This design comes from an exercise in tuning for small area on the open sky130 flow, not from production work.
Only simulation tests tie the RTL to the original design; equivalence was not proved.
Power is estimated from default activity; no workload was simulated. No driver is modelled on the clock port, so clocking that relies on it looks cheaper here than on a real chip.

<file path="design.v">
module dense_1_feeder #(
  parameter int IN_W            = 32,
  parameter int OUT_W           = 128,
  parameter int WORDS_PER_FRAME = 8,
  parameter int GAP             = 64,
  parameter int DEPTH           = 16
) (
  input  logic             clk,
  input  logic             rst,
  input  logic             vld_in,
  input  logic [IN_W-1:0]  data_in,
  output logic             rdy_out,
  output logic             vld_out,
  output logic [OUT_W-1:0] data_out,
  output logic             last_out,
  output logic             ovf
);
  localparam int PACK    = OUT_W / IN_W;
  localparam int PACK_W  = (PACK > 1) ? $clog2(PACK) : 1;
  localparam int FRAME_W = (WORDS_PER_FRAME > 1) ? $clog2(WORDS_PER_FRAME) : 1;
  localparam int GAP_W   = $clog2(GAP);
  localparam int CNT_W   = $clog2(DEPTH) + 1;
  localparam int RING_N  = DEPTH - 1;
  localparam int POS_W   = $clog2(RING_N);
  localparam int TAP     = 4;
  localparam logic [POS_W:0] RING_NV = RING_N;
  logic [PACK_W-1:0]        pack_cnt;
  logic [GAP_W-1:0]         gap_cnt;
  logic [FRAME_W-1:0]       rd_idx;
  logic [CNT_W-1:0]         fifo_count;
  logic [RING_N-1:0][PACK-1:0][IN_W-1:0] ring_q;
  logic [RING_N-1:0][PACK-1:0][IN_W-1:0] ring;
  logic [POS_W-1:0]             r_pos;      
  logic [CNT_W-1:0]             n_slot;     
  logic [PACK-1:0][IN_W-1:0]    lb;
  logic [PACK-1:0]              lb_vld;
  logic [PACK-1:0][POS_W-1:0]   w_pos;      
  logic [PACK-1:0][CNT_W-1:0]   occ;        
  logic [PACK-1:0]              missing;    
  logic                         packing;
  logic [PACK-1:0][IN_W-1:0]    hd;
  logic [PACK-1:0]              hd_fill;
  logic                         hd_vld;
  logic               accept;
  logic               push;
  logic               pop;
  logic               bypass;
  logic               at_tap;
  logic [PACK-1:0]    tap_fill;
  logic [PACK-1:0]    fill_now;
  logic               release_hd;
  logic [PACK-1:0]    drop;
  logic [PACK-1:0]    beat_here;
  logic [RING_N-1:0][PACK-1:0] wr_here;
  logic [PACK-1:0]    wr_lane;
  logic [POS_W-1:0]   last_dist;
  logic               keep_last;
  assign rdy_out = !rst && (fifo_count < CNT_W'(DEPTH));
  assign accept  = vld_in && rdy_out;
  assign push    = accept && (pack_cnt == PACK_W'(PACK - 1));
  assign pop     = (fifo_count != '0) && (gap_cnt == '0);
  assign hd_vld  = &hd_fill;
  assign packing = (pack_cnt != '0);
  assign n_slot  = fifo_count - CNT_W'(hd_vld) + CNT_W'(packing);
  always_comb begin
    for (int j = 0; j < PACK; j++) begin
      logic [POS_W:0] back;
      missing[j] = packing && (pack_cnt <= PACK_W'(PACK - 1 - j));
      occ[j]     = n_slot - CNT_W'(lb_vld[j]) - CNT_W'(missing[j]);
      back       = {1'b0, r_pos} + RING_NV - occ[j][POS_W:0];
      w_pos[j]   = (back >= RING_NV) ? POS_W'(back - RING_NV) : back[POS_W-1:0];
    end
  end
  always_comb begin
    for (int j = 0; j < PACK; j++) begin
      beat_here[j] = accept && (pack_cnt == PACK_W'(PACK - 1 - j));
    end
  end
  assign bypass = (fifo_count == '0);
  assign at_tap = !hd_vld && (r_pos == POS_W'(RING_N - 1));
  always_comb begin
    for (int j = 0; j < PACK; j++) begin
      tap_fill[j] = at_tap && (occ[j] != '0);
      fill_now[j] = tap_fill[j] || (bypass && beat_here[j]);
    end
  end
  assign release_hd = !rst && !hd_vld && (&(hd_fill | fill_now));
  always_comb begin
    for (int j = 0; j < PACK; j++) begin
      drop[j] = release_hd && (occ[j] == '0);
    end
  end
  always_comb begin
    for (int j = 0; j < PACK; j++) begin
      wr_lane[j] = 1'b0;
      for (int p = 0; p < RING_N; p++) begin
        wr_here[p][j] = (p % TAP == 0) && !rst && lb_vld[j] && !drop[j] &&
                        (occ[j] != CNT_W'(RING_N)) &&
                        (w_pos[j] == POS_W'((p + RING_N - 1) % RING_N));
        wr_lane[j] = wr_lane[j] | wr_here[p][j];
      end
    end
  end
  assign last_dist = (r_pos == POS_W'(RING_N - 1)) ? '0 : r_pos + 1'b1;
  assign keep_last = !rst && !(release_hd && r_pos == POS_W'(RING_N - 1)) &&
                     ({1'b0, last_dist} < n_slot);
  always_comb begin
    for (int p = 0; p < RING_N; p++) begin
      ring[p] = ((p / TAP) % 2 == 1) ? ~ring_q[p] : ring_q[p];
    end
  end
  always_ff @(posedge clk) begin
    for (int j = 0; j < PACK; j++) begin
      for (int p = 0; p < RING_N; p++) begin
        if (p == 0) begin
          ring_q[p][j] <= (ring[RING_N-1][j] & {IN_W{keep_last}}) | (lb[j] & {IN_W{wr_here[p][j]}});
        end else if (p % TAP == 0) begin
          ring_q[p][j] <= (((p / TAP) % 2 == 1) ? ~(ring[p-1][j] | (lb[j] & {IN_W{wr_here[p][j]}}))
                                                :  (ring[p-1][j] | (lb[j] & {IN_W{wr_here[p][j]}})));
        end else begin
          ring_q[p][j] <= ring_q[p-1][j];
        end
      end
    end
  end
  always_ff @(posedge clk) begin
    for (int j = 0; j < PACK; j++) begin
      if (beat_here[j]) lb[j] <= data_in;
      if (bypass && beat_here[j]) begin
        hd[j] <= data_in;
      end else if (tap_fill[j]) begin
        hd[j] <= ring[RING_N-1][j];
      end
    end
  end
  always_ff @(posedge clk) begin
    if (rst) begin
      pack_cnt   <= '0;
      gap_cnt    <= '0;
      rd_idx     <= '0;
      fifo_count <= '0;
      r_pos      <= '0;
      lb_vld     <= '0;
      hd_fill    <= '0;
      vld_out    <= 1'b0;
      data_out   <= '0;
      last_out   <= 1'b0;
      ovf        <= 1'b0;
    end else begin
      if (vld_in && !rdy_out) begin
        ovf <= 1'b1;
      end
      if (accept) begin
        pack_cnt <= pack_cnt + 1'b1;
      end
      if (push && !pop) begin
        fifo_count <= fifo_count + 1'b1;
      end else if (pop && !push) begin
        fifo_count <= fifo_count - 1'b1;
      end
      if (pop) begin
        gap_cnt <= GAP_W'(GAP - 1);
      end else if (gap_cnt != '0) begin
        gap_cnt <= gap_cnt - 1'b1;
      end
      if (!release_hd) r_pos <= (r_pos == POS_W'(RING_N - 1)) ? '0 : r_pos + 1'b1;
      for (int j = 0; j < PACK; j++) begin
        if (beat_here[j] && !drop[j]) begin
          lb_vld[j] <= 1'b1;
        end else if (wr_lane[j] || drop[j]) begin
          lb_vld[j] <= 1'b0;
        end
      end
      if (pop) begin
        hd_fill <= '0;
      end else begin
        hd_fill <= hd_fill | fill_now;
      end
      vld_out <= pop;
      if (pop) begin
        rd_idx   <= rd_idx + 1'b1;
        data_out <= hd;
        last_out <= (rd_idx == FRAME_W'(WORDS_PER_FRAME - 1));
      end else begin
        last_out <= 1'b0;
      end
    end
  end
endmodule
</file>
<file path="flow/run.sh">
#!/bin/bash
set -euo pipefail
here=$PWD
res=$here/orfs/results/$FLOW_PLATFORM/dense_1_feeder/base

# 1. standard synthesis, up to the Yosys netlist
bash standard.sh $res/1_2_yosys.v > synth.log 2>&1

# re-map the combinational logic
mkdir -p remap
cp $res/1_2_yosys.v remap/in.v
cp $res/1_2_yosys.v remap/standard_1_2_yosys.v
export REMAP_LIB=$FLOW_HOME/platforms/$FLOW_PLATFORM/lib/sky130_fd_sc_hd__tt_025C_1v80.lib
YOSYS=${YOSYS_EXE:-$FLOW_HOME/../tools/install/yosys/bin/yosys}
(cd remap && $YOSYS -c $here/flow/remap.tcl) > remap.log 2>&1
cp remap/out.v $res/1_2_yosys.v
touch $res/1_2_yosys.v

# 2. the rest of the standard flow, with its own clock tree settings
export CTS_ARGS="-sink_clustering_enable -repair_clock_nets -dont_use_dummy_load -sink_clustering_size 32 -sink_clustering_max_diameter 70"
bash standard.sh > layout.log 2>&1
</file>
<file path="flow/remap.tcl">
# Re-map the combinational logic of the standard synthesis netlist for
# area. Flip-flops (and tie cells) are kept as they are: same instances,
# names and cell types. Reads in.v, writes out.v in the current folder.
set lib $::env(REMAP_LIB)
yosys read_liberty -ignore_miss_func $lib
yosys read_verilog -sv in.v
yosys hierarchy -top $::env(FLOW_TOP)
yosys blackbox sky130_fd_sc_hd__conb_1 sky130_fd_sc_hd__dfbbn_1 sky130_fd_sc_hd__dfbbn_2 sky130_fd_sc_hd__dfbbp_1 sky130_fd_sc_hd__dfrbp_1 sky130_fd_sc_hd__dfrbp_2 sky130_fd_sc_hd__dfrtn_1 sky130_fd_sc_hd__dfrtp_1 sky130_fd_sc_hd__dfrtp_2 sky130_fd_sc_hd__dfrtp_4 sky130_fd_sc_hd__dfsbp_1 sky130_fd_sc_hd__dfsbp_2 sky130_fd_sc_hd__dfstp_1 sky130_fd_sc_hd__dfstp_2 sky130_fd_sc_hd__dfstp_4 sky130_fd_sc_hd__dfxbp_1 sky130_fd_sc_hd__dfxbp_2 sky130_fd_sc_hd__dfxtp_1 sky130_fd_sc_hd__dfxtp_2 sky130_fd_sc_hd__dfxtp_4 sky130_fd_sc_hd__dlclkp_1 sky130_fd_sc_hd__dlclkp_2 sky130_fd_sc_hd__dlclkp_4 sky130_fd_sc_hd__dlrbn_1 sky130_fd_sc_hd__dlrbn_2 sky130_fd_sc_hd__dlrbp_1 sky130_fd_sc_hd__dlrbp_2 sky130_fd_sc_hd__dlrtn_1 sky130_fd_sc_hd__dlrtn_2 sky130_fd_sc_hd__dlrtn_4 sky130_fd_sc_hd__dlrtp_1 sky130_fd_sc_hd__dlrtp_2 sky130_fd_sc_hd__dlrtp_4 sky130_fd_sc_hd__dlxbn_1 sky130_fd_sc_hd__dlxbn_2 sky130_fd_sc_hd__dlxbp_1 sky130_fd_sc_hd__dlxtn_1 sky130_fd_sc_hd__dlxtn_2 sky130_fd_sc_hd__dlxtn_4 sky130_fd_sc_hd__dlxtp_1 sky130_fd_sc_hd__dlygate4sd1_1 sky130_fd_sc_hd__dlygate4sd2_1 sky130_fd_sc_hd__dlygate4sd3_1 sky130_fd_sc_hd__dlymetal6s2s_1 sky130_fd_sc_hd__dlymetal6s4s_1 sky130_fd_sc_hd__dlymetal6s6s_1 sky130_fd_sc_hd__edfxbp_1 sky130_fd_sc_hd__edfxtp_1 sky130_fd_sc_hd__sdfbbn_1 sky130_fd_sc_hd__sdfbbn_2 sky130_fd_sc_hd__sdfbbp_1 sky130_fd_sc_hd__sdfrbp_1 sky130_fd_sc_hd__sdfrbp_2 sky130_fd_sc_hd__sdfrtn_1 sky130_fd_sc_hd__sdfrtp_1 sky130_fd_sc_hd__sdfrtp_2 sky130_fd_sc_hd__sdfrtp_4 sky130_fd_sc_hd__sdfsbp_1 sky130_fd_sc_hd__sdfsbp_2 sky130_fd_sc_hd__sdfstp_1 sky130_fd_sc_hd__sdfstp_2 sky130_fd_sc_hd__sdfstp_4 sky130_fd_sc_hd__sdfxbp_1 sky130_fd_sc_hd__sdfxbp_2 sky130_fd_sc_hd__sdfxtp_1 sky130_fd_sc_hd__sdfxtp_2 sky130_fd_sc_hd__sdfxtp_4 
yosys flatten
yosys opt_clean -purge
yosys abc -liberty $lib -script "+strash;dc2;dch,-f;amap,-m;topo" -dont_use sky130_fd_sc_hd__lpflow_bleeder_1 -dont_use sky130_fd_sc_hd__lpflow_clkbufkapwr_1 -dont_use sky130_fd_sc_hd__lpflow_clkbufkapwr_16 -dont_use sky130_fd_sc_hd__lpflow_clkbufkapwr_2 -dont_use sky130_fd_sc_hd__lpflow_clkbufkapwr_4 -dont_use sky130_fd_sc_hd__lpflow_clkbufkapwr_8 -dont_use sky130_fd_sc_hd__lpflow_clkinvkapwr_1 -dont_use sky130_fd_sc_hd__lpflow_clkinvkapwr_16 -dont_use sky130_fd_sc_hd__lpflow_clkinvkapwr_2 -dont_use sky130_fd_sc_hd__lpflow_clkinvkapwr_4 -dont_use sky130_fd_sc_hd__lpflow_clkinvkapwr_8 -dont_use sky130_fd_sc_hd__lpflow_decapkapwr_12 -dont_use sky130_fd_sc_hd__lpflow_decapkapwr_3 -dont_use sky130_fd_sc_hd__lpflow_decapkapwr_4 -dont_use sky130_fd_sc_hd__lpflow_decapkapwr_6 -dont_use sky130_fd_sc_hd__lpflow_decapkapwr_8 -dont_use sky130_fd_sc_hd__lpflow_inputiso0n_1 -dont_use sky130_fd_sc_hd__lpflow_inputiso0p_1 -dont_use sky130_fd_sc_hd__lpflow_inputiso1n_1 -dont_use sky130_fd_sc_hd__lpflow_inputiso1p_1 -dont_use sky130_fd_sc_hd__lpflow_inputisolatch_1 -dont_use sky130_fd_sc_hd__lpflow_isobufsrc_1 -dont_use sky130_fd_sc_hd__lpflow_isobufsrc_16 -dont_use sky130_fd_sc_hd__lpflow_isobufsrc_2 -dont_use sky130_fd_sc_hd__lpflow_isobufsrc_4 -dont_use sky130_fd_sc_hd__lpflow_isobufsrc_8 -dont_use sky130_fd_sc_hd__lpflow_isobufsrckapwr_16 -dont_use sky130_fd_sc_hd__lpflow_lsbuf_lh_hl_isowell_tap_1 -dont_use sky130_fd_sc_hd__lpflow_lsbuf_lh_hl_isowell_tap_2 -dont_use sky130_fd_sc_hd__lpflow_lsbuf_lh_hl_isowell_tap_4 -dont_use sky130_fd_sc_hd__lpflow_lsbuf_lh_isowell_4 -dont_use sky130_fd_sc_hd__lpflow_lsbuf_lh_isowell_tap_1 -dont_use sky130_fd_sc_hd__lpflow_lsbuf_lh_isowell_tap_2 -dont_use sky130_fd_sc_hd__lpflow_lsbuf_lh_isowell_tap_4 -dont_use sky130_fd_sc_hd__probe_p_8 -dont_use sky130_fd_sc_hd__probec_p_8 
yosys opt_clean -purge
yosys hilomap -singleton -hicell sky130_fd_sc_hd__conb_1 HI -locell sky130_fd_sc_hd__conb_1 LO
yosys opt_clean -purge
yosys tee -o stat.txt stat -liberty $lib
yosys write_verilog -noattr -noexpr -nohex -nodec out.v
</file>
<file path="standard.sh">
#!/bin/bash
# synth_recipe.tcl (not shown) runs the flow's synth.tcl, then flattens the netlist and writes it again
# the make line also repeats each setting of config.mk as NAME=value (left out here)
make -C /OpenROAD-flow-scripts/flow DESIGN_CONFIG=/design/flow/config.mk WORK_HOME=/design/flow/orfs CLKGATE_MAP_FILE= SYNTH_SCRIPT=/design/flow/synth_recipe.tcl "${@:-finish}"
</file>
<file path="config.mk">
export PLATFORM = sky130hd
export DESIGN_NAME = dense_1_feeder
export DESIGN_NICKNAME = dense_1_feeder
export VERILOG_FILES = /design/flow/design.v
export SDC_FILE = /design/flow/constraint.sdc
export NUM_CORES = 4
export LEC_CHECK = 0
export ABC_AREA = 1
export CAP_MARGIN = 20
export CORE_MARGIN = 2
export CORE_UTILIZATION = 60
export SLEW_MARGIN = 20
</file>
<file path="constraint.sdc">
create_clock -name core_clock -period 5.0 [get_ports {clk}]
set_input_delay 1.0000 -clock core_clock [delete_from_list [all_inputs] [get_ports {clk}]]
set_output_delay 1.0000 -clock core_clock [all_outputs]
set_load 0.01 [all_outputs]
</file>
==> out/metrics.cfg, run 1 <==
[place]
pre_cts_ws_ns = -0.159
placed_cells_incl_taps = 5230
dp_hpwl_mm = 74.3
routabilityCongestion = 0.846
portBuffers = 166
placed_cell_areas_mm2 = 0.0616

[cts]
cts-buffers-inserted = 88
worstSkewPairLatency_ns = 0.70
clk_pin_slew_ns = 0.11
cts_root_cell = sky130_fd_sc_hd__clkbuf_16
numClockSinks = 2335
clock_tree.htree_level_count = 3
cts_tree = yes
max-clock-path-buffers = 3

[synthesis]
yosys_warnings = 1
postSynthNetCount = 3751
synth_area_per_cell_um2 = 15.3
synth_cells = 3716
syn_area_mm2 = 0.0570

[timing]
worst_pin_slew_ns = 1.09
count_of_endpoints_failing_hold_in_the_final_timing_report = 0
max-slew-margin-rel_pct = 27.1
setup-violations-final = 0
timing.final.max_slew_violations = 0
final.min_clock_period_ns = 4.67
fmax_ghz = 0.214
rsz0062_at_grt = true
clock-skew-final_ns = 0.0841
min_period_over_period_pct = 93.4
accumulated_negative_setup_slack_ns = 0
layout_setup_ws_ns = 0.328

[worst_setup_path]
worst_path_largest_cell_delay_ns = 0.61
critPathMaxFanout = 16
worst_endpoint_data_arrival_time_ns = 5.24
cp_data_required_time_ns = 5.57
worstSetupPathDepth = 25
cp_slowest_cell = sky130_fd_sc_hd__or4b_4
timing.critical_path.from_type = flop
crit_type = reg2reg
timing.critical_path.mode_cell = sky130_fd_sc_hd__nand2_1
crit_buf_inv = 4
setup.worst_path.end_class = flop
rr_worst_depth = 25
worst_path_dominant_cell_family = simple AND/OR/NAND/NOR gates

[drt]
dr.first_iter.drc_count = 2756
via_count = 29695
detailedRoute.firstPassIterationCount = 5
post-route-drc-count = 0
route.detailed.vias_per_inst = 5.58
routedWlPerCell_um = 23.8
routedLengthMet1_mm = 59.0
antenna_left = 0
final_routed_wirelength_across_all_metal_layers_mm = 127
wl_met3_mm = 7.37
routed-wl-met2_mm = 56.8
highest-signal-layer = met5

[floorplan]
core_region_area_mm2 = 0.0946
start_util_pct = 60.3
top_level_ports = 167
placementRows = 113
die-height_um = 312
area_of_the_die_mm2 = 0.0975
die_x_um = 312

[final_layout]
area_added_between_synthesis_and_finish_pct = 12.3
layout.filler_cells = 6599
fin_area_mm2 = 0.0640
utilization_pct = 67.7
share_of_layout_cells_above_drive_strength_1_pct = 6.85
mostFrequentLayoutCell = sky130_fd_sc_hd__dfxtp_1
design.final.nets = 4098
antenna_cells = 0
final_non_filler_cell_total = 5326
top_library_cells_by_usage_in_the_layout_fill_and_taps_aside = sky130_fd_sc_hd__dfxtp_1 (2,075), sky130_fd_sc_hd__o22ai_1 (271), sky130_fd_sc_hd__edfxtp_1 (256), sky130_fd_sc_hd__clkinv_1 (210), sky130_fd_sc_hd__clkdlybuf4s50_1 (166)

[job]
cap_violations = 0

[grt]
first_global_vias = 29720
initial_antenna_violation_count = 1
grt-ovfl-total = 0
grt_first_pass_wirelength_mm = 187
maximum_number_of_pins_on_one_net_before_global_route_repair = 135
grt_usage_pct = 25.6

[power_and_ir_drop]
p_leak_uw = 0.0236
power.ir.vdd_worst_uv = 1400
p_per_area_mw_per_mm2 = 597

[run_status]
outcome = no timing/DRC/antenna violations

[min_path]
timing.hold.worst_path_depth = 0
min_path_type = reg2reg

==> through the flow <==
stage               total power, uW  hold WS (ns)
floorplan                     26100         0.310
global placement              29900         0.310
detailed placement            30100         0.312
CTS                           38200         0.255
global route                  39700         0.263
finish                        38200         0.250
==> what timing repair did <==
| action | 4_1_cts | 5_1_grt |
|---|---|---|
| gates resized for setup | 3 | 38 |
| cloned | 0 | 1 |
| hold buffers | 0 | 0 |
| endpoints found under the setup margin | 94 | 508 |
| pin swaps | 1 | 7 |
| setup buffers | 0 | 7 |
==> layer usage <==
metal	vias to the layer above	global-route usage [%]
met5	-	0
met2	884	39.4
met4	2	7.62
met3	187	3.74
li1	13750	-
met1	14872	37.9
==> report_power, final <==
part	switching, uW	internal [uW]
combinational	5420	2370
sequential	826	21300
clock	5100	3180
==> state kept, by name (all words and copies together) (netlist names), 2 cells and up <==
name	count
rd_idx	3
pack_cnt	2
lb	128
hd	128
gap_cnt	6
lb_vld	4
hd_fill	4
fifo_count	5
r_pos	4
ring_q	1920
data_out	128
==> worst register-to-register path, stage by stage, from the launching register on <==
cell and delay, ns:
sky130_fd_sc_hd__dfxtp_4 0.38, sky130_fd_sc_hd__nor2_4 0.16, sky130_fd_sc_hd__clkinv_4 0.11, sky130_fd_sc_hd__nor3_4 0.18, sky130_fd_sc_hd__a21oi_2 0.08, sky130_fd_sc_hd__a21oi_4 0.26
sky130_fd_sc_hd__clkinv_2 0.13, sky130_fd_sc_hd__o22ai_4 0.21, sky130_fd_sc_hd__nor2_2 0.08, sky130_fd_sc_hd__a21oi_2 0.20, sky130_fd_sc_hd__clkinv_2 0.16, sky130_fd_sc_hd__nor2_2 0.17
sky130_fd_sc_hd__or2_0 0.17, sky130_fd_sc_hd__nand2_1 0.10, sky130_fd_sc_hd__a221oi_2 0.27, sky130_fd_sc_hd__nor2_1 0.08, sky130_fd_sc_hd__a21oi_1 0.17, sky130_fd_sc_hd__nand2_1 0.09
sky130_fd_sc_hd__nand2_1 0.10, sky130_fd_sc_hd__o21ai_0 0.13, sky130_fd_sc_hd__nor2_1 0.11, sky130_fd_sc_hd__a21oi_1 0.08, sky130_fd_sc_hd__nand2b_1 0.23, sky130_fd_sc_hd__or4b_4 0.61
sky130_fd_sc_hd__buf_12 0.20, sky130_fd_sc_hd__o22ai_1 0.15
==> area by class of cell <==
cell class                 instances  area [um^2]  area share, %
timing repair buffer             257         2650           4.13
sequential                      2335        49300           77.0
tap                             1265         1580           2.47
clock buffer                      88         2200           3.44
inverter                         227          892           1.39
multi-input combinational       1154         7390           11.5
==> worst paths after layout <==
path,start,endpoint,slack (ns)
min reg2reg,ring_q[1589],ring_q[1717],0.25
max reg2reg,pack_cnt[1],ring_q[90],0.33
min,ring_q[1589],ring_q[1717],0.25
max,pack_cnt[1],ring_q[90],0.33
==> run 2: changes to the inputs <==
--- a/flow/run.sh
+++ b/flow/run.sh
@@ -16,6 +16,8 @@
 cp remap/out.v $res/1_2_yosys.v
 touch $res/1_2_yosys.v
 
-# 2. the rest of the standard flow, with its own clock tree settings
+# 2. the rest of the standard flow, with its own clock tree settings and
+#    the smallest buffer on each port
 export CTS_ARGS="-sink_clustering_enable -repair_clock_nets -dont_use_dummy_load -sink_clustering_size 32 -sink_clustering_max_diameter 70"
+export BUFFER_PORTS_ARGS="-buffer_cell sky130_fd_sc_hd__buf_1"
 bash standard.sh > layout.log 2>&1
--- a/config.mk
+++ b/config.mk
@@ -6,7 +6,7 @@
 export NUM_CORES = 4
 export LEC_CHECK = 0
 export ABC_AREA = 1
-export CAP_MARGIN = 20
+export CAP_MARGIN = 0
 export CORE_MARGIN = 2
 export CORE_UTILIZATION = 60
-export SLEW_MARGIN = 20
+export SLEW_MARGIN = 0
==> out/metrics.cfg, run 2 <==
[run_status]
outcome = no timing/DRC/antenna violations

[worst_setup_path]
r2r_slack_ns = 0.27
setup.worst_path.end_class = flop
rr_worst_depth = 28
critPathMaxFanout = 16
timing.critical_path.from_type = flop
cp_slowest_cell = sky130_fd_sc_hd__a311o_1
r2r_start = hd_fill[2]
worst_endpoint_data_arrival_time_ns = 5.22
cp_data_required_time_ns = 5.49
crit_type = reg2reg
worst_r2r_endpoint = ring_q[581]
worst_path_largest_cell_delay_ns = 0.38

[cts]
clock_tree.htree_level_count = 3
cts_hold_buf = 0
clk_pin_slew_ns = 0.11
numClockSinks = 2335
cts_tree = yes
cts_root_cell = sky130_fd_sc_hd__clkbuf_16
worstSkewPairLatency_ns = 0.69
cts-buffers-inserted = 87
max-clock-path-buffers = 3

[final_layout]
fin_area_mm2 = 0.0630
design.final.nets = 4098
mostFrequentLayoutCell = sky130_fd_sc_hd__dfxtp_1
area_added_between_synthesis_and_finish_pct = 10.4
seqCellArea_mm2 = 0.0493
top_library_cells_by_usage_in_the_layout_fill_and_taps_aside = sky130_fd_sc_hd__dfxtp_1 (2,074), sky130_fd_sc_hd__o22ai_1 (271), sky130_fd_sc_hd__edfxtp_1 (256), sky130_fd_sc_hd__clkinv_1 (209), sky130_fd_sc_hd__buf_1 (166)
layout.filler_cells = 6807
share_of_layout_cells_above_drive_strength_1_pct = 6.67
multi_input_gate_area_in_the_final_layout_mm2 = 0.00735
largest_reg_flops = 1920
largest-register = ring_q

[timing]
clock-skew-final_ns = 0.0715
final.min_clock_period_ns = 4.73
fmax_ghz = 0.211
finalHoldWorstSlack_ns = 0.274
layout_setup_ws_ns = 0.272
setup-violations-final = 0
count_of_endpoints_failing_hold_in_the_final_timing_report = 0
accumulated_negative_setup_slack_ns = 0
timing.final.max_slew_violations = 0
max-slew-margin-rel_pct = 34.9
worst_pin_slew_ns = 0.977
min_period_over_period_pct = 94.6

[drt]
routedWlPerCell_um = 23.9
final_routed_wirelength_across_all_metal_layers_mm = 127
post-route-drc-count = 0
antenna_left = 0
via_count = 29588
detailedRoute.firstPassIterationCount = 5
route.detailed.vias_per_inst = 5.55
dr.first_iter.drc_count = 2550

[place]
portBuffers = 166
placed_cell_areas_mm2 = 0.0606
routabilityCongestion = 0.885
pre_cts_ws_ns = -0.128
dp_hpwl_mm = 73.2

[floorplan]
core_region_area_mm2 = 0.0946
start_util_pct = 60.3
area_of_the_die_mm2 = 0.0975
die-height_um = 312
placementRows = 113
die_x_um = 312
top_level_ports = 167

[synthesis]
postSynthNetCount = 3751
synth_area_per_cell_um2 = 15.3
synth_cells = 3716
yosys_warnings = 1
syn_area_mm2 = 0.0570

[grt]
grt-ovfl-total = 0
grt_usage_pct = 25.8
maximum_number_of_pins_on_one_net_before_global_route_repair = 131
first_global_vias = 29319
initial_antenna_violation_count = 6
grt_first_pass_wirelength_mm = 188

[min_path]
endpoint_of_the_worst_hold_timing_path = ring_q[315]
min_from = ring_q[187]
min_path_type = reg2reg
timing.hold.worst_path_depth = 0

[power_and_ir_drop]
design_power_total_uw = 37900
p_per_area_mw_per_mm2 = 601
power.ir.vdd_worst_uv = 674
p_leak_uw = 0.0232

[job]
cap_violations = 0

## run 2: worst max-delay path by stage
stage | start | end | slack (ns) | cells past startpoint
after global routing | hd_fill[2] | ring_q[581] | -0.04 | 28
after CTS | hd_fill[3] | ring_q[66] | 0.04 | 24
after detailed placement | pack_cnt[1] | ring_q[1036] | -0.13 | 24
final | hd_fill[2] | ring_q[581] | 0.27 | 28
after floorplan | hd_fill[0] | lb_vld[2] | -0.57 | 24
after global placement | pack_cnt[1] | ring_q[94] | -0.06 | 25
## run 2: layout make-up
| type | count | area share [%] |
|---|---|---|
| antenna | 1 | 0.00397 |
| clock buffer | 87 | 3.46 |
| inverter | 227 | 1.42 |
| multi-input combinational | 1154 | 11.7 |
| sequential | 2335 | 78.3 |
| tap | 1265 | 2.51 |
| timing repair buffer | 258 | 2.58 |
## run 2: power by group
part | internal, uW | switching [uW] | total (uW)
Combinational | 1980 | 5460 | 7430
Sequential | 21300 | 832 | 22200
Clock | 3150 | 5090 | 8240
Total | 26500 | 11400 | 37900
## run 2: critical path, delay by kind of cell (launching register included)
| kind | cells | cell delay, ns |
|---|---|---|
| DFF | 1 | 0.36 |
| buffers and inverters | 7 | 1.01 |
| AOI/OAI and AO/OA | 8 | 1.26 |
| and+or+nand+nor | 13 | 1.89 |
## run 2: routing by layer
metal  global-route usage (%)  vias up  routed length, um
li1                         -    13764                  -
met1                     38.9    14857              60100
met2                     39.8      795              57100
met3                     3.76      170               6890
met4                     6.20        2               3130
met5                        0        -                  9
## run 2: what timing repair did
item,CTS,global route
setup endpoints to repair,49,502
pin swaps,0,10
buffers inserted,0,13
resized for setup,4,29
gates cloned,0,1
## run 2: per-stage QoR
| step | utilization [%] | std cells |
|---|---|---|
| 2_1_floorplan | - | 3716 |
| 3_3_place_gp | 64.0 | 5225 |
| 3_5_place_dp | 64.0 | 5225 |
| 4_1_cts | 66.3 | 5312 |
| 5_1_grt | 66.6 | 5326 |
| 6_report | 66.6 | 5327 |
==> run 3: changes to the inputs <==
--- a/flow/run.sh
+++ b/flow/run.sh
@@ -18,6 +18,6 @@
 
 # 2. the rest of the standard flow, with its own clock tree settings and
 #    the smallest buffer on each port
-export CTS_ARGS="-sink_clustering_enable -repair_clock_nets -dont_use_dummy_load -sink_clustering_size 32 -sink_clustering_max_diameter 70"
+export CTS_ARGS="-sink_clustering_enable -repair_clock_nets -dont_use_dummy_load -sink_clustering_size 36 -sink_clustering_max_diameter 60"
 export BUFFER_PORTS_ARGS="-buffer_cell sky130_fd_sc_hd__buf_1"
 bash standard.sh > layout.log 2>&1
--- a/config.mk
+++ b/config.mk
@@ -8,5 +8,5 @@
 export ABC_AREA = 1
 export CAP_MARGIN = 0
 export CORE_MARGIN = 2
-export CORE_UTILIZATION = 60
+export CORE_UTILIZATION = 75
 export SLEW_MARGIN = 0
==> out/metrics.cfg, run 3 <==
[synthesis]
postSynthNetCount = 3751
syn_area_mm2 = 0.0570
yosys_warnings = 1
synth_cells = 3716
synth_area_per_cell_um2 = 15.3

[cts]
numClockSinks = 2335
cts-buffers-inserted = 97
worstSkewPairLatency_ns = 0.73
cts_root_cell = sky130_fd_sc_hd__clkbuf_16
cts_tree = yes
max-clock-path-buffers = 3
clock_tree.htree_level_count = 3
cts_hold_buf = 0
clk_pin_slew_ns = 0.12

[worst_setup_path]
worst_path_largest_cell_delay_ns = 0.55
crit_buf_inv = 4
critPathMaxFanout = 18
setup.worst_path.end_class = flop
r2r_slack_ns = 0.24
crit_type = reg2reg
timing.critical_path.mode_cell = sky130_fd_sc_hd__nand2_1
worst_endpoint_data_arrival_time_ns = 5.35
timing.critical_path.from_type = flop
worst_path_dominant_cell_family = simple AND/OR/NAND/NOR gates
cp_slowest_cell = sky130_fd_sc_hd__or4b_4
cp_data_required_time_ns = 5.59

[drt]
final_routed_wirelength_across_all_metal_layers_mm = 132
route.detailed.vias_per_inst = 6.11
dr.first_iter.drc_count = 2878
routedWlPerCell_um = 26.2
post-route-drc-count = 0
via_count = 30821
antenna_left = 0
detailedRoute.firstPassIterationCount = 7

[run_status]
outcome = no timing/DRC/antenna violations

[grt]
grt_usage_pct = 33.6
maximum_number_of_pins_on_one_net_before_global_route_repair = 69
first_global_vias = 31648
grt_first_pass_wirelength_mm = 195
grt-ovfl-total = 0
initial_antenna_violation_count = 1

[final_layout]
fin_area_mm2 = 0.0628
design.final.nets = 4107
top_library_cells_by_usage_in_the_layout_fill_and_taps_aside = sky130_fd_sc_hd__dfxtp_1 (2,074), sky130_fd_sc_hd__o22ai_1 (270), sky130_fd_sc_hd__edfxtp_1 (256), sky130_fd_sc_hd__clkinv_1 (210), sky130_fd_sc_hd__buf_1 (166)
seqCellArea_mm2 = 0.0493
mostFrequentLayoutCell = sky130_fd_sc_hd__dfxtp_1
multi_input_gate_area_in_the_final_layout_mm2 = 0.00737
area_added_between_synthesis_and_finish_pct = 10.1
layout.filler_cells = 3729
largest_reg_flops = 1920
share_of_layout_cells_above_drive_strength_1_pct = 6.83
antenna_cells = 0
largest-register = ring_q

[power_and_ir_drop]
p_per_area_mw_per_mm2 = 612
power.ir.vdd_worst_uv = 913
p_leak_uw = 0.0233

[job]
cap_violations = 0

[floorplan]
start_util_pct = 75.5
die-height_um = 280
top_level_ports = 167
core_region_area_mm2 = 0.0756
die_x_um = 280
area_of_the_die_mm2 = 0.0783
placementRows = 101

[place]
portBuffers = 166
dp_hpwl_mm = 76.0
routabilityCongestion = 0.864
placed_cell_areas_mm2 = 0.0602

[timing]
setup-violations-final = 0
clock-skew-final_ns = 0.119
min_period_over_period_pct = 95.3
count_of_endpoints_failing_hold_in_the_final_timing_report = 0
max-slew-margin-rel_pct = 29.0
timing.final.max_slew_violations = 0
worst_pin_slew_ns = 1.06
finalHoldWorstSlack_ns = 0.256
fmax_ghz = 0.210
final.min_clock_period_ns = 4.76

[min_path]
min_path_type = reg2reg

## run 3: worst register-to-register path: stages, from the launching register on
cell and delay [ns]:
sky130_fd_sc_hd__dfxtp_1 0.35, sky130_fd_sc_hd__nand4_1 0.10, sky130_fd_sc_hd__buf_4 0.17, sky130_fd_sc_hd__nor3_4 0.25
sky130_fd_sc_hd__a21oi_2 0.07, sky130_fd_sc_hd__a21oi_4 0.26, sky130_fd_sc_hd__inv_4 0.10, sky130_fd_sc_hd__o22ai_4 0.20
sky130_fd_sc_hd__nor2_2 0.08, sky130_fd_sc_hd__a21oi_2 0.21, sky130_fd_sc_hd__clkinv_2 0.15, sky130_fd_sc_hd__a22oi_1 0.21
sky130_fd_sc_hd__or2_0 0.19, sky130_fd_sc_hd__nand2_1 0.10, sky130_fd_sc_hd__a221oi_2 0.27, sky130_fd_sc_hd__nor2_1 0.08
sky130_fd_sc_hd__a21oi_1 0.20, sky130_fd_sc_hd__nand2_1 0.11, sky130_fd_sc_hd__nand2_1 0.11, sky130_fd_sc_hd__o21ai_0 0.13
sky130_fd_sc_hd__nor2_1 0.13, sky130_fd_sc_hd__a21oi_1 0.09, sky130_fd_sc_hd__nand2b_1 0.21, sky130_fd_sc_hd__or4b_4 0.55
sky130_fd_sc_hd__buf_6 0.22, sky130_fd_sc_hd__o22ai_1 0.19
## run 3: per-layer routing
layer | GRT usage (%) | share of wire [%] | vias to the layer above
li1 | - | - | 13753
met1 | 46.6 | 42 | 15499
met2 | 54.5 | 48 | 1310
met3 | 5.51 | 7.4 | 259
met4 | 12.0 | 3.2 | 0
met5 | 0 | 0 | -
## run 3: through the flow
stage               util (%)  cells  setup WS, ns  setup TNS (ns)  total power [uW]
floorplan                  -   3716        -0.567          -84.75             26100
global placement        79.6   4943       -0.0934           -3.29             29400
detailed placement      79.6   4943        -0.244          -19.38             29700
CTS                     82.9   5042        0.0343               0             38100
global route            83.1   5048       -0.0265         -0.0265             39500
finish                  83.1   5048         0.237               0             38400
## run 3: final cells by class
cell class	count	share of cell area [%]
multi-input cells	1154	11.7
clock buffers	97	3.87
well taps	978	1.95
repair buffers	257	2.51
inverters	227	1.42
flip-flops and latches	2335	78.5
## run 3: timing repair
item	in CTS	in global routing
gates cloned	0	1
buffers inserted	2	5
resized for setup	9	32
endpoints found under the setup margin	159	431
pin swaps	1	9
## run 3: path summary, 6_finish.rpt
check | startpoint | end | depth (start not counted)
max | hd_fill[3] | ring_q[86] | 25
min | ring_q[1402] | ring_q[1530] | 0
max reg2reg | hd_fill[3] | ring_q[86] | 25
min reg2reg | ring_q[1402] | ring_q[1530] | 0
## run 3: report_power, final
part / total [uW] / internal (uW) / switching, uW
logic: 7480 / 1930 / 5550
registers: 22300 / 21400 / 919
clock network: 8670 / 3480 / 5180
total: 38400 / 26800 / 11700
==> run 4: changes to the inputs <==
--- a/design.v
+++ b/design.v
@@ -34,7 +34,7 @@
   logic [CNT_W-1:0]             n_slot;     
   logic [PACK-1:0][IN_W-1:0]    lb;
   logic [PACK-1:0]              lb_vld;
-  logic [PACK-1:0][POS_W-1:0]   w_pos;      
+  logic [RING_N-1:0][POS_W-1:0] in_dist;    
   logic [PACK-1:0][CNT_W-1:0]   occ;        
   logic [PACK-1:0]              missing;    
   logic                         packing;
@@ -64,11 +64,13 @@
   assign n_slot  = fifo_count - CNT_W'(hd_vld) + CNT_W'(packing);
   always_comb begin
     for (int j = 0; j < PACK; j++) begin
-      logic [POS_W:0] back;
       missing[j] = packing && (pack_cnt <= PACK_W'(PACK - 1 - j));
       occ[j]     = n_slot - CNT_W'(lb_vld[j]) - CNT_W'(missing[j]);
-      back       = {1'b0, r_pos} + RING_NV - occ[j][POS_W:0];
-      w_pos[j]   = (back >= RING_NV) ? POS_W'(back - RING_NV) : back[POS_W-1:0];
+    end
+    for (int p = 0; p < RING_N; p++) begin
+      logic [POS_W:0] back;
+      back       = POS_W'(r_pos) + RING_NV - ((p + RING_N - 1) % RING_N);
+      in_dist[p] = (back >= RING_NV) ? POS_W'(back - RING_NV) : back[POS_W-1:0];
     end
   end
   always_comb begin
@@ -95,13 +97,12 @@
       wr_lane[j] = 1'b0;
       for (int p = 0; p < RING_N; p++) begin
         wr_here[p][j] = (p % TAP == 0) && !rst && lb_vld[j] && !drop[j] &&
-                        (occ[j] != CNT_W'(RING_N)) &&
-                        (w_pos[j] == POS_W'((p + RING_N - 1) % RING_N));
+                        (occ[j] == {1'b0, in_dist[p]});
         wr_lane[j] = wr_lane[j] | wr_here[p][j];
       end
     end
   end
-  assign last_dist = (r_pos == POS_W'(RING_N - 1)) ? '0 : r_pos + 1'b1;
+  assign last_dist = in_dist[0];
   assign keep_last = !rst && !(release_hd && r_pos == POS_W'(RING_N - 1)) &&
                      ({1'b0, last_dist} < n_slot);
   always_comb begin
--- a/flow/run.sh
+++ b/flow/run.sh
@@ -18,6 +18,6 @@
 
 # 2. the rest of the standard flow, with its own clock tree settings and
 #    the smallest buffer on each port
-export CTS_ARGS="-sink_clustering_enable -repair_clock_nets -dont_use_dummy_load -sink_clustering_size 36 -sink_clustering_max_diameter 60"
+export CTS_ARGS="-sink_clustering_enable -repair_clock_nets -dont_use_dummy_load -sink_clustering_size 32 -sink_clustering_max_diameter 70"
 export BUFFER_PORTS_ARGS="-buffer_cell sky130_fd_sc_hd__buf_1"
 bash standard.sh > layout.log 2>&1
--- a/config.mk
+++ b/config.mk
@@ -8,5 +8,5 @@
 export ABC_AREA = 1
 export CAP_MARGIN = 0
 export CORE_MARGIN = 2
-export CORE_UTILIZATION = 75
+export CORE_UTILIZATION = 60
 export SLEW_MARGIN = 0
==> out/metrics.cfg, run 4 <==
[worst_setup_path]
cp_data_required_time_ns = 5.57
rr_worst_depth = 20
r2r_slack_ns = 0.40
r2r_start = fifo_count[1]
worst_r2r_endpoint = ring_q[1656]
setup.worst_path.end_class = flop
critPathMaxFanout = 14
worst_endpoint_data_arrival_time_ns = 5.17
timing.critical_path.from_type = flop
crit_type = reg2reg

[cts]
cts_root_cell = sky130_fd_sc_hd__clkbuf_16
clock_tree.htree_level_count = 3
cts-buffers-inserted = 87
max-clock-path-buffers = 3
clk_pin_slew_ns = 0.11
numClockSinks = 2335
cts_tree = yes
worstSkewPairLatency_ns = 0.69

[power_and_ir_drop]
p_int_uw = 24800
power.share.sequential_pct = 65.3
p_leak_uw = 0.0232
p_per_area_mw_per_mm2 = 520
clock_power_share_pct = 25.2
total_net_switching_power_uw = 7870
switching_share_of_power_pct = 24.0
power.combinational.fraction_pct = 9.5
power.ir.vdd_worst_uv = 386

[grt]
grt_usage_pct = 26.6
initial_antenna_violation_count = 14
first_global_vias = 29766
maximum_number_of_pins_on_one_net_before_global_route_repair = 85
grt-ovfl-total = 0
grt_first_pass_wirelength_mm = 192

[synthesis]
syn_area_mm2 = 0.0570
synth_area_per_cell_um2 = 15.4
synth_cells = 3705
yosys_warnings = 1
postSynthNetCount = 3740

[timing]
timing.final.max_slew_violations = 0
fmax_ghz = 0.217
finalHoldWorstSlack_ns = 0.303
count_of_endpoints_failing_hold_in_the_final_timing_report = 0
max-slew-margin-rel_pct = 25.5
worst_pin_slew_ns = 1.11
final.min_clock_period_ns = 4.60
setup-violations-final = 0
min_period_over_period_pct = 92.1
clock-skew-final_ns = 0.0849

[final_layout]
top_library_cells_by_usage_in_the_layout_fill_and_taps_aside = sky130_fd_sc_hd__dfxtp_1 (2,079), sky130_fd_sc_hd__o22ai_1 (295), sky130_fd_sc_hd__edfxtp_1 (256), sky130_fd_sc_hd__clkinv_1 (229), sky130_fd_sc_hd__buf_1 (166)
share_of_layout_cells_above_drive_strength_1_pct = 6.52
area_added_between_synthesis_and_finish_pct = 10.4
largest_reg_flops = 1920
final_non_filler_cell_total = 5346
design.final.nets = 4117
largest-register = ring_q
mostFrequentLayoutCell = sky130_fd_sc_hd__dfxtp_1
utilization_pct = 66.6
layout.filler_cells = 6780

[min_path]
min_from = ring_q[606]
min_path_type = reg2reg
timing.hold.worst_path_depth = 0
endpoint_of_the_worst_hold_timing_path = ring_q[734]

[floorplan]
placementRows = 113
area_of_the_die_mm2 = 0.0975
top_level_ports = 167
die_x_um = 312
start_util_pct = 60.3
core_region_area_mm2 = 0.0946
die-height_um = 312

[place]
portBuffers = 166
routabilityCongestion = 0.880
dp_hpwl_mm = 80.6
placed_cells_incl_taps = 5244

[drt]
final_routed_wirelength_across_all_metal_layers_mm = 131
detailedRoute.firstPassIterationCount = 6
via_count = 29613
route.detailed.vias_per_inst = 5.54
post-route-drc-count = 0
antenna_left = 0
routedWlPerCell_um = 24.5
dr.first_iter.drc_count = 2411

[run_status]
outcome = no timing/DRC/antenna violations

[job]
cap_violations = 0

-- run 4: metal layers --
| metal | track usage [%] | wire (um) |
|---|---|---|
| met2 | 42.4 | 60600 |
| met4 | 6.95 | 3330 |
| met5 | 0 | 0 |
| met3 | 4.68 | 7650 |
| met1 | 38.0 | 59200 |
-- run 4: cell type report --
cell class / instances / area [um^2] / share of cell area [%]
antenna: 1 / 2.50 / 0.00398
clock buffer: 87 / 2180 / 3.46
inverter: 241 / 928 / 1.47
multi-input combinational: 1131 / 7170 / 11.4
sequential: 2335 / 49300 / 78.3
tap: 1265 / 1580 / 2.51
timing repair buffer: 286 / 1780 / 2.83
-- run 4: power groups by stage --
stage | clock, uW | sequential [uW] | combinational (uW)
finish | 8240 | 21400 | 3120
global placement | 0 | 21700 | 3040
CTS | 8370 | 21400 | 3090
global route | 9020 | 21500 | 3340
floorplan | 0 | 21600 | 1460
detailed placement | 0 | 21800 | 3080
-- run 4: stage by stage --
step	total power (uW)	cell area, um^2	setup slack (ns)	TNS [ns]
5_1_grt	33900	62900	-0.00852	-0.0149
2_1_floorplan	23100	57300	-4.34	-580.04
3_3_place_gp	24700	60600	0.176	0
4_1_cts	32800	62800	0.188	0
3_5_place_dp	24800	60600	-0.00838	-0.0152
6_report	32700	62900	0.396	0
-- run 4: worst max-delay path, cell delays in order (launching register included) --
cell and delay, ns:
sky130_fd_sc_hd__dfxtp_1 0.40, sky130_fd_sc_hd__clkinv_1 0.23, sky130_fd_sc_hd__o22ai_1 0.34, sky130_fd_sc_hd__clkinv_1 0.11
sky130_fd_sc_hd__o22ai_1 0.17, sky130_fd_sc_hd__nor2_1 0.06, sky130_fd_sc_hd__a21oi_1 0.35, sky130_fd_sc_hd__clkinv_1 0.26
sky130_fd_sc_hd__nand2_1 0.16, sky130_fd_sc_hd__o21ai_0 0.14, sky130_fd_sc_hd__nor3_2 0.32, sky130_fd_sc_hd__o21ai_4 0.10
sky130_fd_sc_hd__nor2_1 0.20, sky130_fd_sc_hd__nor4_4 0.06, sky130_fd_sc_hd__buf_4 0.17, sky130_fd_sc_hd__a21oi_2 0.23
sky130_fd_sc_hd__nand2_1 0.13, sky130_fd_sc_hd__or2_4 0.30, sky130_fd_sc_hd__nor4_4 0.33, sky130_fd_sc_hd__buf_4 0.33
sky130_fd_sc_hd__a21oi_1 0.10
-- run 4: worst max path at each step --
stage / from / end / slack [ns]
6_report: fifo_count[1] / ring_q[1656] / 0.40
5_1_grt: hd_fill[1] / ring_q[1656] / -0.009
4_1_cts: pack_cnt[1] / lb_vld[3] / 0.19
3_5_place_dp: pack_cnt[1] / ring_q[575] / -0.008
3_3_place_gp: hd_fill[1] / ring_q[550] / 0.18
2_1_floorplan: rst / ring_q[0] / -4.34
-- run 4: what timing repair did --
item                                    CTS  global route
gates resized for setup                   0            16
hold buffers                              0             0
buffers inserted                          0            12
gates cloned                              1             1
endpoints found under the setup margin    7           375
pin swaps                                 1             4
==> run 5: changes to the inputs <==
--- a/flow/run.sh
+++ b/flow/run.sh
@@ -18,6 +18,6 @@
 
 # 2. the rest of the standard flow, with its own clock tree settings and
 #    the smallest buffer on each port
-export CTS_ARGS="-sink_clustering_enable -repair_clock_nets -dont_use_dummy_load -sink_clustering_size 32 -sink_clustering_max_diameter 70"
+export CTS_ARGS="-sink_clustering_enable -repair_clock_nets -dont_use_dummy_load -sink_clustering_size 20 -sink_clustering_max_diameter 40 -buf_list {sky130_fd_sc_hd__clkbuf_16 sky130_fd_sc_hd__clkbuf_8} -sink_clustering_buffer sky130_fd_sc_hd__clkbuf_8"
 export BUFFER_PORTS_ARGS="-buffer_cell sky130_fd_sc_hd__buf_1"
 bash standard.sh > layout.log 2>&1
==> out/metrics.cfg, run 5 <==
[min_path]
timing.hold.worst_path_depth = 0
min_path_type = reg2reg
min_from = ring_q[1066]
endpoint_of_the_worst_hold_timing_path = ring_q[1194]

[final_layout]
fin_area_mm2 = 0.0634
design.final.nets = 4204
area_added_between_synthesis_and_finish_pct = 11.2
mostFrequentLayoutCell = sky130_fd_sc_hd__dfxtp_1
largest_reg_flops = 1920
final_non_filler_cell_total = 5435
share_of_layout_cells_above_drive_strength_1_pct = 8.45
top_library_cells_by_usage_in_the_layout_fill_and_taps_aside = sky130_fd_sc_hd__dfxtp_1 (2,079), sky130_fd_sc_hd__o22ai_1 (295), sky130_fd_sc_hd__edfxtp_1 (256), sky130_fd_sc_hd__clkinv_1 (229), sky130_fd_sc_hd__buf_1 (166)
layout.filler_cells = 6729
largest-register = ring_q
utilization_pct = 67.0

[worst_setup_path]
setup.worst_path.end_class = flop
timing.critical_path.from_type = flop
cp_data_required_time_ns = 5.59
worst_path_largest_cell_delay_ns = 0.46
critPathMaxFanout = 14
r2r_slack_ns = 0.38
crit_type = reg2reg
r2r_start = fifo_count[2]
critical_path.cell_chain = clkinv_1, o22ai_1, clkinv_1, o22ai_1, nor2_1, a21oi_1, nor2_1, a21oi_2, inv_2, nor4_4, o21ai_4, nor2_1, or3_1, nor4_4, buf_4, a21oi_2, nand2_1, or2_4, nor4_4, buf_4, a21oi_1
worst_r2r_endpoint = ring_q[1662]
worst_endpoint_data_arrival_time_ns = 5.21
cp_slowest_cell = sky130_fd_sc_hd__dfxtp_1
rr_worst_depth = 21

[timing]
min_period_over_period_pct = 92.5
count_of_endpoints_failing_hold_in_the_final_timing_report = 0
final.min_clock_period_ns = 4.62
fmax_ghz = 0.216
max-slew-margin-rel_pct = 21.3
setup-violations-final = 0
layout_setup_ws_ns = 0.377
clock-skew-final_ns = 0.0834
rsz0062_at_grt = false
timing.final.max_slew_violations = 0
worst_pin_slew_ns = 1.17

[synthesis]
syn_area_mm2 = 0.0570
postSynthNetCount = 3740
synth_cells = 3705
yosys_warnings = 1
synth_area_per_cell_um2 = 15.4

[drt]
route.detailed.vias_per_inst = 5.52
final_routed_wirelength_across_all_metal_layers_mm = 131
detailedRoute.firstPassIterationCount = 7
routedWlPerCell_um = 24.2
post-route-drc-count = 0
dr.first_iter.drc_count = 2367
antenna_left = 0
via_count = 30013

[cts]
clk_pin_slew_ns = 0.09
clock_tree.htree_level_count = 4
max-clock-path-buffers = 3
numClockSinks = 2335
cts-buffers-inserted = 174
cts_tree = yes
worstSkewPairLatency_ns = 0.75
cts_root_cell = sky130_fd_sc_hd__clkbuf_16

[grt]
initial_antenna_violation_count = 15
first_global_vias = 30478
grt-ovfl-total = 0
grt_first_pass_wirelength_mm = 194
grt_usage_pct = 26.9
maximum_number_of_pins_on_one_net_before_global_route_repair = 85

[floorplan]
start_util_pct = 60.3
die-height_um = 312
die_x_um = 312
core_region_area_mm2 = 0.0946
area_of_the_die_mm2 = 0.0975
top_level_ports = 167
placementRows = 113

[place]
routabilityCongestion = 0.880
pre_cts_ws_ns = -0.00838
placed_cells_incl_taps = 5244
portBuffers = 166
dp_hpwl_mm = 80.6
placed_cell_areas_mm2 = 0.0606

[power_and_ir_drop]
p_leak_uw = 0.0235
power.ir.vdd_worst_uv = 341
p_per_area_mw_per_mm2 = 524

[job]
cap_violations = 0

[run_status]
outcome = no timing/DRC/antenna violations

==> run 5: critical path, delay by kind of cell, from the launching register on <==
| kind | cells | cell delay [ns] |
|---|---|---|
| buffers and inverters | 5 | 0.88 |
| AOI/OAI and AO/OA | 7 | 1.39 |
| DFF | 1 | 0.46 |
| and+or+nand+nor | 9 | 1.73 |
==> run 5: how the worst max path moves through the flow <==
stage | startpoint | end
after floorplan | rst | ring_q[0]
after global placement | hd_fill[1] | ring_q[550]
after detailed placement | pack_cnt[1] | ring_q[575]
after CTS | pack_cnt[0] | ring_q[553]
after global routing | hd_fill[1] | ring_q[1066]
final | fifo_count[2] | ring_q[1662]
==> run 5: layout make-up <==
| type | count | area, um^2 | share of cell area (%) |
|---|---|---|---|
| flip-flops and latches | 2335 | 49300 | 77.8 |
| multi-input cells | 1130 | 7160 | 11.3 |
| clock buffers | 174 | 2590 | 4.08 |
| repair buffers | 287 | 1810 | 2.86 |
| well taps | 1265 | 1580 | 2.50 |
| inverters | 241 | 928 | 1.46 |
| diodes | 3 | 7.51 | 0.0118 |
==> run 5: metal layers <==
metal,share of wire [%],track usage [%],wire (um)
met2,46,42.4,60700
met4,2.6,8.47,3460
met5,0,0,0
met1,45,38.1,59300
met3,6.1,5.07,8060
==> run 5: timing repair <==
action                     in CTS  in global routing
pin swaps                       1                  4
hold endpoints to repair        0                  0
resized for setup               0                 14
hold buffers                    0                  0
setup buffers                   0                 13
cloned                          0                  1
setup endpoints to repair       1                366
==> run 5: power by group <==
part,switching (uW),internal (uW),total [uW],leakage [uW]
clock network,5280,3430,8710,0.00134
registers,677,20700,21400,0.0192
logic,2100,1010,3110,0.00303
total,8060,25100,33200,0.0235
==> run 5: through the flow <==
stage / setup TNS, ns / hold slack (ns) / power, uW
2_1_floorplan: -580.04 / 0.310 / 23100
3_3_place_gp: 0 / 0.310 / 24700
3_5_place_dp: -0.0152 / 0.312 / 24800
4_1_cts: 0 / 0.276 / 33400
5_1_grt: 0 / 0.271 / 34400
6_report: 0 / 0.278 / 33200
==> run 6: changes to the inputs <==
--- a/flow/run.sh
+++ b/flow/run.sh
@@ -18,6 +18,6 @@
 
 # 2. the rest of the standard flow, with its own clock tree settings and
 #    the smallest buffer on each port
-export CTS_ARGS="-sink_clustering_enable -repair_clock_nets -dont_use_dummy_load -sink_clustering_size 20 -sink_clustering_max_diameter 40 -buf_list {sky130_fd_sc_hd__clkbuf_16 sky130_fd_sc_hd__clkbuf_8} -sink_clustering_buffer sky130_fd_sc_hd__clkbuf_8"
+export CTS_ARGS="-sink_clustering_enable -repair_clock_nets -dont_use_dummy_load -sink_clustering_size 40 -sink_clustering_max_diameter 50"
 export BUFFER_PORTS_ARGS="-buffer_cell sky130_fd_sc_hd__buf_1"
 bash standard.sh > layout.log 2>&1
==> out/metrics.cfg, run 6 <==
[timing]
layout_setup_ws_ns = 0.411
worst_pin_slew_ns = 1.10
min_period_over_period_pct = 91.8
accumulated_negative_setup_slack_ns = 0
count_of_endpoints_failing_hold_in_the_final_timing_report = 0
fmax_ghz = 0.218
max-slew-margin-rel_pct = 25.8
timing.final.max_slew_violations = 0
final.min_clock_period_ns = 4.59
clock-skew-final_ns = 0.0994
setup-violations-final = 0
rsz0062_at_grt = false

[grt]
initial_antenna_violation_count = 14
grt_usage_pct = 27.0
grt-ovfl-total = 0
first_global_vias = 30453
grt_first_pass_wirelength_mm = 194
globalRoute.busiestLayer = met2
global_route.usage.met2_pct = 42.8
grtUsageMet3_pct = 5.34
globalRouteMet1Util_pct = 38.0
maximum_number_of_pins_on_one_net_before_global_route_repair = 85

[final_layout]
top_library_cells_by_usage_in_the_layout_fill_and_taps_aside = sky130_fd_sc_hd__dfxtp_1 (2,079), sky130_fd_sc_hd__o22ai_1 (295), sky130_fd_sc_hd__edfxtp_1 (256), sky130_fd_sc_hd__clkinv_1 (229), sky130_fd_sc_hd__buf_1 (166)
largest_reg_flops = 1920
share_of_layout_cells_above_drive_strength_1_pct = 7.61
area_added_between_synthesis_and_finish_pct = 12.6
largest-register = ring_q
fin_area_mm2 = 0.0642
utilization_pct = 67.9
mostFrequentLayoutCell = sky130_fd_sc_hd__dfxtp_1
final_non_filler_cell_total = 5395
design.final.nets = 4164

[drt]
antenna_left = 0
route.detailed.vias_per_inst = 5.53
post-route-drc-count = 0
via_count = 29816
dr.first_iter.drc_count = 2314
detailedRoute.firstPassIterationCount = 8
routedWlPerCell_um = 24.4
final_routed_wirelength_across_all_metal_layers_mm = 132

[place]
routabilityCongestion = 0.880
dp_hpwl_mm = 80.6
pre_cts_ws_ns = -0.00838
placed_cells_incl_taps = 5244
placed_cell_areas_mm2 = 0.0606
portBuffers = 166

[synthesis]
synth_area_per_cell_um2 = 15.4
syn_area_mm2 = 0.0570
yosys_warnings = 1
synth_cells = 3705
postSynthNetCount = 3740

[cts]
numClockSinks = 2335
clk_pin_slew_ns = 0.12
cts_tree = yes
cts_root_cell = sky130_fd_sc_hd__clkbuf_16
clock_tree.htree_level_count = 4
cts-buffers-inserted = 136
worstSkewPairLatency_ns = 0.77
cts_hold_buf = 0
max-clock-path-buffers = 3

[worst_setup_path]
worst_path_dominant_cell_family = simple AND/OR/NAND/NOR gates
timing.critical_path.mode_cell = sky130_fd_sc_hd__nor4_4
crit_type = reg2reg
worst_path_largest_cell_delay_ns = 0.41
setup.worst_path.end_class = flop
cp_data_required_time_ns = 5.57
worst_endpoint_data_arrival_time_ns = 5.16
cp_slowest_cell = sky130_fd_sc_hd__nor4_4
crit_buf_inv = 5
critical_path.cell_chain = clkinv_1, o22ai_1, clkinv_1, o22ai_1, nor2_1, a21oi_1, nor2_2, a21oi_2, inv_2, nor4_4, o21ai_4, nor2_1, or3_1, nor4_4, buf_4, a21oi_2, nand2_1, or2_4, nor4_4, buf_12, nor4_1, o21a_1
critPathMaxFanout = 9
timing.critical_path.from_type = flop

[floorplan]
placementRows = 113
area_of_the_die_mm2 = 0.0975
top_level_ports = 167
die-height_um = 312
core_region_area_mm2 = 0.0946
die_x_um = 312
start_util_pct = 60.3

[run_status]
outcome = no timing/DRC/antenna violations

[power_and_ir_drop]
p_leak_uw = 0.0239
power.ir.vdd_worst_uv = 382
p_per_area_mw_per_mm2 = 541

[job]
cap_violations = 0

[min_path]
min_path_type = reg2reg

-- run 6: repair_timing --
action | CTS | global route
gates resized for setup | 0 | 17
cloned | 0 | 1
endpoints found under the setup margin | 1 | 375
buffers inserted | 0 | 11
endpoints found under the hold margin | 0 | 0
pin swaps | 1 | 4
-- run 6: metal layers --
layer | vias to the layer above | share of wire [%]
met1 | 14959 | 45
met4 | 0 | 2.5
met2 | 814 | 46
met5 | - | 0
met3 | 203 | 6.1
li1 | 13840 | -
-- run 6: layout make-up --
type | count | area, um^2
inverters | 241 | 928
repair buffers | 285 | 1810
multi-input cells | 1130 | 7160
diodes | 3 | 7.51
fillers | 6662 | 30400
well taps | 1265 | 1580
clock buffers | 136 | 3400
flip-flops and latches | 2335 | 49300
-- run 6: power breakdown --
part | internal (uW) | switching, uW | leakage [uW] | total [uW]
Combinational | 1020 | 2110 | 0.00302 | 3120
Sequential | 20700 | 680 | 0.0192 | 21400
Clock | 4830 | 5430 | 0.00168 | 10300
Total | 26500 | 8210 | 0.0239 | 34700
-- run 6: final timing paths --
path	startpoint	depth (start not counted)	to	slack [ns]
setup / recovery	fifo_count[1]	22	lb_vld[3]	0.41
hold / removal	ring_q[577]	0	ring_q[705]	0.28
setup reg to reg	fifo_count[1]	22	lb_vld[3]	0.41
hold reg to reg	ring_q[577]	0	ring_q[705]	0.28
-- run 6: per-stage QoR --
stage | hold slack, ns | total power (uW)
finish | 0.283 | 34700
global route | 0.280 | 36000
CTS | 0.279 | 34900
detailed placement | 0.312 | 24800
global placement | 0.310 | 24700
floorplan | 0.310 | 23100
==> run 7: changes to the inputs <==
--- a/flow/run.sh
+++ b/flow/run.sh
@@ -18,6 +18,6 @@
 
 # 2. the rest of the standard flow, with its own clock tree settings and
 #    the smallest buffer on each port
-export CTS_ARGS="-sink_clustering_enable -repair_clock_nets -dont_use_dummy_load -sink_clustering_size 40 -sink_clustering_max_diameter 50"
+export CTS_ARGS="-sink_clustering_enable -repair_clock_nets -dont_use_dummy_load -sink_clustering_size 48 -sink_clustering_max_diameter 55"
 export BUFFER_PORTS_ARGS="-buffer_cell sky130_fd_sc_hd__buf_1"
 bash standard.sh > layout.log 2>&1
==> out/metrics.cfg, run 7 <==
[timing]
layout_setup_ws_ns = 0.375
final.min_clock_period_ns = 4.62
accumulated_negative_setup_slack_ns = 0
rsz0062_at_grt = true
max-slew-margin-rel_pct = 24.2
finalHoldWorstSlack_ns = 0.245
timing.final.max_slew_violations = 0
count_of_endpoints_failing_hold_in_the_final_timing_report = 0
fmax_ghz = 0.216
setup-violations-final = 0
clock-skew-final_ns = 0.0895
min_period_over_period_pct = 92.5
worst_pin_slew_ns = 1.13

[drt]
antenna_left = 0
detailedRoute.firstPassIterationCount = 5
via_count = 29885
final_routed_wirelength_across_all_metal_layers_mm = 132
routedWlPerCell_um = 24.4
dr.first_iter.drc_count = 2321
post-route-drc-count = 0
route.detailed.vias_per_inst = 5.55

[final_layout]
design.final.nets = 4156
largest-register = ring_q
largest_reg_flops = 1920
layout.filler_cells = 6657
final_non_filler_cell_total = 5385
top_library_cells_by_usage_in_the_layout_fill_and_taps_aside = sky130_fd_sc_hd__dfxtp_1 (2,079), sky130_fd_sc_hd__o22ai_1 (295), sky130_fd_sc_hd__edfxtp_1 (256), sky130_fd_sc_hd__clkinv_1 (229), sky130_fd_sc_hd__buf_1 (166)
share_of_layout_cells_above_drive_strength_1_pct = 7.40
mostFrequentLayoutCell = sky130_fd_sc_hd__dfxtp_1
area_added_between_synthesis_and_finish_pct = 12.3

[worst_setup_path]
cp_data_required_time_ns = 5.60
worst_endpoint_data_arrival_time_ns = 5.23
critPathMaxFanout = 14
timing.critical_path.mode_cell = sky130_fd_sc_hd__clkinv_1
timing.critical_path.from_type = flop
worst_path_largest_cell_delay_ns = 0.38
cp_slowest_cell = sky130_fd_sc_hd__dfxtp_1
r2r_slack_ns = 0.38
critical_path.cell_chain = clkinv_1, o22ai_1, clkinv_1, o22ai_1, nor2_1, a21oi_1, clkinv_1, nand2_1, o21ai_0, nor3_2, o21ai_4, nor2_1, nor4_4, buf_4, a21oi_2, nand2_1, or2_4, nor4_4, buf_4, a21oi_1
setup.worst_path.end_class = flop
crit_type = reg2reg

[grt]
grt_usage_pct = 26.9
maximum_number_of_pins_on_one_net_before_global_route_repair = 85
grt_first_pass_wirelength_mm = 194
grt-ovfl-total = 0
initial_antenna_violation_count = 12
first_global_vias = 30354

[cts]
clock_tree.htree_level_count = 4
cts_hold_buf = 0
cts-buffers-inserted = 131
clk_pin_slew_ns = 0.10
cts_root_cell = sky130_fd_sc_hd__clkbuf_16
max-clock-path-buffers = 3
cts_tree = yes
worstSkewPairLatency_ns = 0.75
numClockSinks = 2335

[floorplan]
top_level_ports = 167
placementRows = 113
die_x_um = 312
area_of_the_die_mm2 = 0.0975
die-height_um = 312
start_util_pct = 60.3
core_region_area_mm2 = 0.0946

[job]
cap_violations = 0

[place]
routabilityCongestion = 0.880
placed_cells_incl_taps = 5244
pre_cts_ws_ns = -0.00838
portBuffers = 166
dp_hpwl_mm = 80.6

[power_and_ir_drop]
design_power_total_uw = 34500
p_per_area_mw_per_mm2 = 539
p_leak_uw = 0.0238
power.ir.vdd_worst_uv = 385

[synthesis]
synth_cells = 3705
synth_area_per_cell_um2 = 15.4
yosys_warnings = 1
postSynthNetCount = 3740
syn_area_mm2 = 0.0570

[min_path]
min_path_type = reg2reg

[run_status]
outcome = no timing/DRC/antenna violations

## run 7: cell type report
class,instances,area (um^2),area share (%)
diodes,1,2.50,0.00391
clock buffers,131,3280,5.12
inverters,241,928,1.45
multi-input cells,1130,7160,11.2
flip-flops and latches,2335,49300,77.0
well taps,1265,1580,2.47
repair buffers,282,1760,2.76
## run 7: critical path, delay by kind of cell (launching register included)
kind / cells / cell delay (ns)
buffers and inverters: 5 / 1.11
DFF: 1 / 0.38
and+or+nand+nor: 8 / 1.58
AOI/OAI and AO/OA: 7 / 1.41
## run 7: metrics by stage
stage | area (um^2) | util (%)
floorplan | 57300 | -
global placement | 60600 | 64.1
detailed placement | 60600 | 64.1
CTS | 63900 | 67.6
global route | 64000 | 67.7
finish | 64000 | 67.7
## run 7: power breakdown
part	switching (uW)	internal (uW)	total (uW)
clock	5400	4660	10100
sequential	677	20700	21400
combinational	2100	1010	3120
total	8190	26400	34500
## run 7: repair_timing
action                                  in CTS  in global routing
resized for setup                            0                 15
buffers inserted                             0                  8
pin swaps                                    1                  3
gates cloned                                 1                  0
hold endpoints to repair                     0                  0
endpoints found under the setup margin      17                382
## run 7: path summary, 6_finish.rpt
check | from | endpoint | cells past startpoint
worst max register to register | fifo_count[1] | ring_q[1662] | 20
worst min register to register | ring_q[1630] | ring_q[1758] | 0
worst max-delay path | fifo_count[1] | ring_q[1662] | 20
worst min-delay path | ring_q[1630] | ring_q[1758] | 0
## run 7: routing by layer
metal	vias up	wire, um	GRT usage (%)
met4	0	3140	7.94
li1	13847	-	-
met1	15098	59400	38.2
met5	-	0	0
met3	190	7940	4.97
met2	750	61000	42.8

-- afterwards: timing with drivers on the ports --
In the flow no input, the clock included, has a driving cell. The finished layouts below were timed again as built, in two steps. Step 1 (the two cells are an assumption about what drives the block):
set clk [get_ports {clk}]
set_driving_cell -lib_cell sky130_fd_sc_hd__clkbuf_16 $clk
set_driving_cell -lib_cell sky130_fd_sc_hd__buf_2 [delete_from_list [all_inputs] $clk]
Step 2 also shifts input and output timing later by t, the mid clock arrival at the registers, as if the neighbouring blocks saw the same clock. a / b / c = ideal / step 1 / step 2; a / b = the first two.
run | shift t [ns] | slack for setup (ns) | latest minus earliest clock arrival (ns) | slew at the worst register clock pin (ns)
run 1 | 0.723 | 0.328 / 0.328 / 0.328 | 0.088 / 0.088 | 0.11 / 0.11
run 2 | 0.725 | 0.272 / 0.272 / 0.272 | 0.072 / 0.072 | 0.11 / 0.11
run 3 | 0.740 | 0.237 / 0.237 / 0.237 | 0.119 / 0.119 | 0.12 / 0.12
run 4 | 0.724 | 0.396 / 0.396 / 0.396 | 0.085 / 0.085 | 0.11 / 0.11
run 5 | 0.786 | 0.377 / 0.377 / 0.377 | 0.084 / 0.084 | 0.11 / 0.11
run 6 | 0.796 | 0.411 / 0.411 / 0.411 | 0.099 / 0.100 | 0.12 / 0.12
run 7 | 0.773 | 0.375 / 0.375 / 0.375 | 0.089 / 0.090 | 0.11 / 0.11
After both steps every run listed still meets setup and hold.
